This design comes from an exercise in tuning for small area and a short achievable clock period on the open sky130 flow, not from production work. Function was checked by simulation only, so behaviour that the tests miss may differ from the original. Power and IR drop assume default switching activity.

==> flow/design.v (excerpt) <==
module vector_sequencer (
  input  logic                clk_i,
  input  logic                rst_ni,
  input  logic [22:0]         req_i,
  input  logic                req_valid_i,
  output logic                req_ready_o,
  output logic                resp_o,
  output logic                resp_valid_o,
  output logic                idle_o,
  output logic [32:0]         unit_req_o,
  output logic                unit_req_valid_o,
  input  logic                unit_req_ready_i,
  input  logic [31:0]         unit_done_i,
  input  logic                addrgen_ack_i,
  input  logic                addrgen_error_i
);
For scale: ~1100 cells after synthesis, ~210 flip-flops, ~0.012 mm^2 of cells after synthesis.
Settings: LEC_CHECK=0, CAP_MARGIN=20, CORE_MARGIN=2, CORE_UTILIZATION=65, SETUP_SLACK_MARGIN=2.5, SLEW_MARGIN=20; clock period 5.0 ns.
run.sh (not shown) runs the stock make flow with config.mk's settings and CLKGATE_MAP_FILE= SYNTH_SCRIPT=/design/flow/synth_recipe.tcl, a recipe that flattens the netlist after the stock synthesis.
The first run completed without violations.
Edit:
==> flow/flow/run.sh (new file) <==
#!/bin/bash
# Standard layout, with every port buffered by the smallest buffer
# (sky130_fd_sc_hd__buf_1); the resizer still upsizes them where timing needs it.
set -euo pipefail
bash standard.sh "BUFFER_PORTS_ARGS=-buffer_cell sky130_fd_sc_hd__buf_1" finish > standard.log 2>&1
==> flow/standard.sh (new file) <==
#!/bin/bash
# synth_recipe.tcl (not shown) runs the flow's synth.tcl, then flattens the netlist and writes it again
# the make line also repeats each setting of config.mk as NAME=value (left out here)
make -C /OpenROAD-flow-scripts/flow DESIGN_CONFIG=/design/flow/config.mk WORK_HOME=/design/flow/orfs CLKGATE_MAP_FILE= SYNTH_SCRIPT=/design/flow/synth_recipe.tcl "${@:-finish}"
- CTS_CLUSTER_DIAMETER: unset -> 300
- CTS_CLUSTER_SIZE: unset -> 25
removed: flow/run.sh
What happened: The new run finished clean; register-to-register slack improved by 0.17 ns; cell count fell by 1.3%; worst hold slack improved by 0.0055 ns; die area does not change; core utilization fell by 4.8 points.
Edit:
==> flow/run.sh (new file) <==
#!/bin/bash
# synth_recipe.tcl (not shown) runs the flow's synth.tcl, then flattens the netlist and writes it again
# the make line also repeats each setting of config.mk as NAME=value (left out here)
make -C /OpenROAD-flow-scripts/flow DESIGN_CONFIG=/design/flow/config.mk WORK_HOME=/design/flow/orfs CLKGATE_MAP_FILE= SYNTH_SCRIPT=/design/flow/synth_recipe.tcl finish
removed: flow/flow/run.sh
removed: flow/standard.sh
Effect: The changed run passed the timing, design-rule and antenna checks. Clock-buffer cell count goes down by 1. Synthesized cell count is unchanged. Via count climbs slightly. Total power increases slightly. Global-route usage barely changes. Cell area came out higher by a few percent. Non-clock buffer count decreases by 1. Maximum frequency came out lower slightly. Wire length hardly moves. Core utilization increases by 2.8 points. Die area does not change.
Edit:
- CORE_UTILIZATION: 65 -> 40
- CTS_CLUSTER_DIAMETER: 300 -> unset
- CTS_CLUSTER_SIZE: 25 -> unset
- SETUP_SLACK_MARGIN: 2.5 -> 3.5
=>
- clock power rose by 74%
- final cell count rose by 18%
- routed wire length rose by 14%
- worst setup slack gets worse by 0.040 ns
- power rose by 24%

vector_sequencer, a different RTL version from the one above (not shown whole).
Size: roughly 1100 cells after synthesis, about 99 I/O pins, ~12000 µm² of cells after synthesis.
clock: 5.0 ns
lec_check: 0
cap_margin: 20
core_margin: 2
core_utilization: 65
cts_cluster_diameter: 300
cts_cluster_size: 25
setup_slack_margin: 2.8
slew_margin: 20
synth_hierarchical: 1
synth_minimum_keep_size: 0
standard.sh (not shown) runs the stock make flow with config.mk's settings and CLKGATE_MAP_FILE= SYNTH_SCRIPT=/design/flow/synth_recipe.tcl, a recipe that flattens the netlist after the stock synthesis.
==> flow/flow/run.sh <==
#!/bin/bash
# Standard layout, with every port buffered by the smallest buffer
# (sky130_fd_sc_hd__buf_1); the resizer still upsizes them where timing needs it.
set -euo pipefail
bash standard.sh "BUFFER_PORTS_ARGS=-buffer_cell sky130_fd_sc_hd__buf_1" finish > standard.log 2>&1
Next try:
Settings changed: SETUP_SLACK_MARGIN 2.8 to 2.5.
Result:
- setup slack degrades by 14 ps
- first-iteration DRC count rises by 15%
- wire length falls by 1.3%
- critical path depth is unchanged
Next try:
Settings changed: ABC_AREA from default to 1.
What happened:
- clock skew increases by 21 ps
- die area goes up by about a fifth
- global-route usage climbs by 6.1 points
- synthesized area rose by about a fifth
- flip-flop and latch count stays the same
- via count grows by well over a third
- core utilization is lower by 2.1 points
- sequential power went up by a few percent
- non-clock buffer count decreases by 1
- combinational power is higher by well over a third
- total power went up by roughly a tenth
Next try:
Settings changed: ABC_AREA 1 to default, CAP_MARGIN 20 to 0, SLEW_MARGIN 20 to 0.
Outcome: Final area shrinks by 11%; core utilization grows by 2.1 points; clock power is about the same; sequential cell count does not change; total power shrinks by 9.2%.
Next try:
Settings changed: CAP_MARGIN 0 to 20, CTS_CLUSTER_SIZE 25 to 32, SLEW_MARGIN 0 to 20.
Maximum frequency barely changes.
Sequential share of layout area grows by 0.20 points.
Design area shrinks by 0.47%.
Synthesized area is unchanged.
Setup slack stays flat.
First-iteration DRC count shrinks by 11%.
Non-clock buffer count shrinks by 1.
Hold slack gets better by 3.3 ps.
Next try:
Settings changed: CORE_UTILIZATION 65 to 72, CTS_CLUSTER_SIZE 32 to 25.
The new run passed the timing, design-rule and antenna checks; die area fell by 9.5%; combinational power stays flat; global-route usage increases by 2.6 points; routed wire length shrinks by 2.9%; worst setup slack gets worse by 8.2 ps; cell count is lower by 0.70%; final area hardly moves; synthesized area stays the same; via count rises by 2.1%; clock power came out higher by about 10%; count of clock-buffer cells in the layout increases by 4.

Another version of the RTL of vector_sequencer (not shown whole).
Size: about 1100 cells after synthesis.
==> flow/config.mk <==
export PLATFORM = sky130hd
export DESIGN_NAME = vector_sequencer
export DESIGN_NICKNAME = vector_sequencer
export VERILOG_FILES = /design/flow/design.v
export SDC_FILE = /design/flow/constraint.sdc
export NUM_CORES = 4
export LEC_CHECK = 0
export CAP_MARGIN = 20
export CORE_MARGIN = 2
export CORE_UTILIZATION = 65
export CTS_CLUSTER_DIAMETER = 300
export CTS_CLUSTER_SIZE = 25
export SETUP_SLACK_MARGIN = 2.2
export SLEW_MARGIN = 20
export SYNTH_HIERARCHICAL = 1
export SYNTH_MINIMUM_KEEP_SIZE = 0
==> flow/constraint.sdc <==
create_clock -name core_clock -period 5.0 [get_ports {clk_i}]
set_input_delay 1.0000 -clock core_clock [delete_from_list [all_inputs] [get_ports {clk_i}]]
set_output_delay 1.0000 -clock core_clock [all_outputs]
set_load 0.01 [all_outputs]
Scripts as last shown in full above: flow/flow/run.sh
The starting point completed with no timing, DRC or antenna violations.
Rerun with:
Settings changed: CORE_UTILIZATION 65 to 50, SETUP_SLACK_MARGIN 2.2 to 2.3.
Effect: Worst setup slack loses 0.028 ns; cell count grows by about 8%; register-to-register slack gains 0.02 ns; die area grows by 29%; sequential power stays flat; synthesized cell count is unchanged; cell area grows by 2.5%; global-route usage shrinks by 5.5 points; worst hold slack barely changes; maximum frequency shrinks by 1.0%.

[port drivers added, routing unchanged]
The flow's constraints put no driver on any port. The routed layouts listed below were extracted and timed again, unchanged, in two steps.
Step 1: set_driving_cell puts a clkbuf_16 on clk_i and a buf_2 on each other input, an assumption about the parent block.
Step 2 moves the port delays by t, midway between the first and last clock arrival at a register: inputs arrive t later, outputs are due t later. That takes back most of the time a late clock gives input paths.
Three values: ideal ports, drivers, drivers and shift; two values: the first two.
run	t (ns)	slack for setup (ns)	worst setup path after step 2	latest minus earliest clock arrival (ns)	cell pins on the clock port's net
the first run of note 1	0.542	2.130 / 2.072 / 1.881	input to register	0.011 / 0.012	1
the second run of note 1	0.516	2.159 / 2.095 / 1.775	input to register	0.029 / 0.029	1
the third run of note 1	0.508	2.136 / 2.076 / 1.859	input to register	0.024 / 0.025	1
the fourth run of note 1	0.571	2.096 / 2.050 / 1.885	input to register	0.012 / 0.013	1
the first run of note 2	0.502	2.224 / 2.155 / 1.945	input to register	0.033 / 0.033	1
the second run of note 2	0.508	2.209 / 2.149 / 1.909	input to register	0.025 / 0.025	1
the third run of note 2	0.516	2.348 / 2.299 / 2.094	input to register	0.045 / 0.045	1
the fourth run of note 2	0.508	2.209 / 2.149 / 1.909	input to register	0.025 / 0.025	1
the fifth run of note 2	0.505	2.209 / 2.150 / 1.876	input to register	0.026 / 0.026	1
the sixth run of note 2	0.504	2.201 / 2.157 / 2.049	input to register	0.034 / 0.035	1
the first run of note 3	0.524	2.245 / 2.202 / 1.790	input to register	0.032 / 0.032	1
the second run of note 3	0.517	2.216 / 2.166 / 1.885	input to register	0.027 / 0.026	1
After both steps setup and hold are still met in every run listed. For the first run of note 3, which loses most, drivers alone change the setup slack by -0.043 ns; drivers and shift together by -0.455 ns.
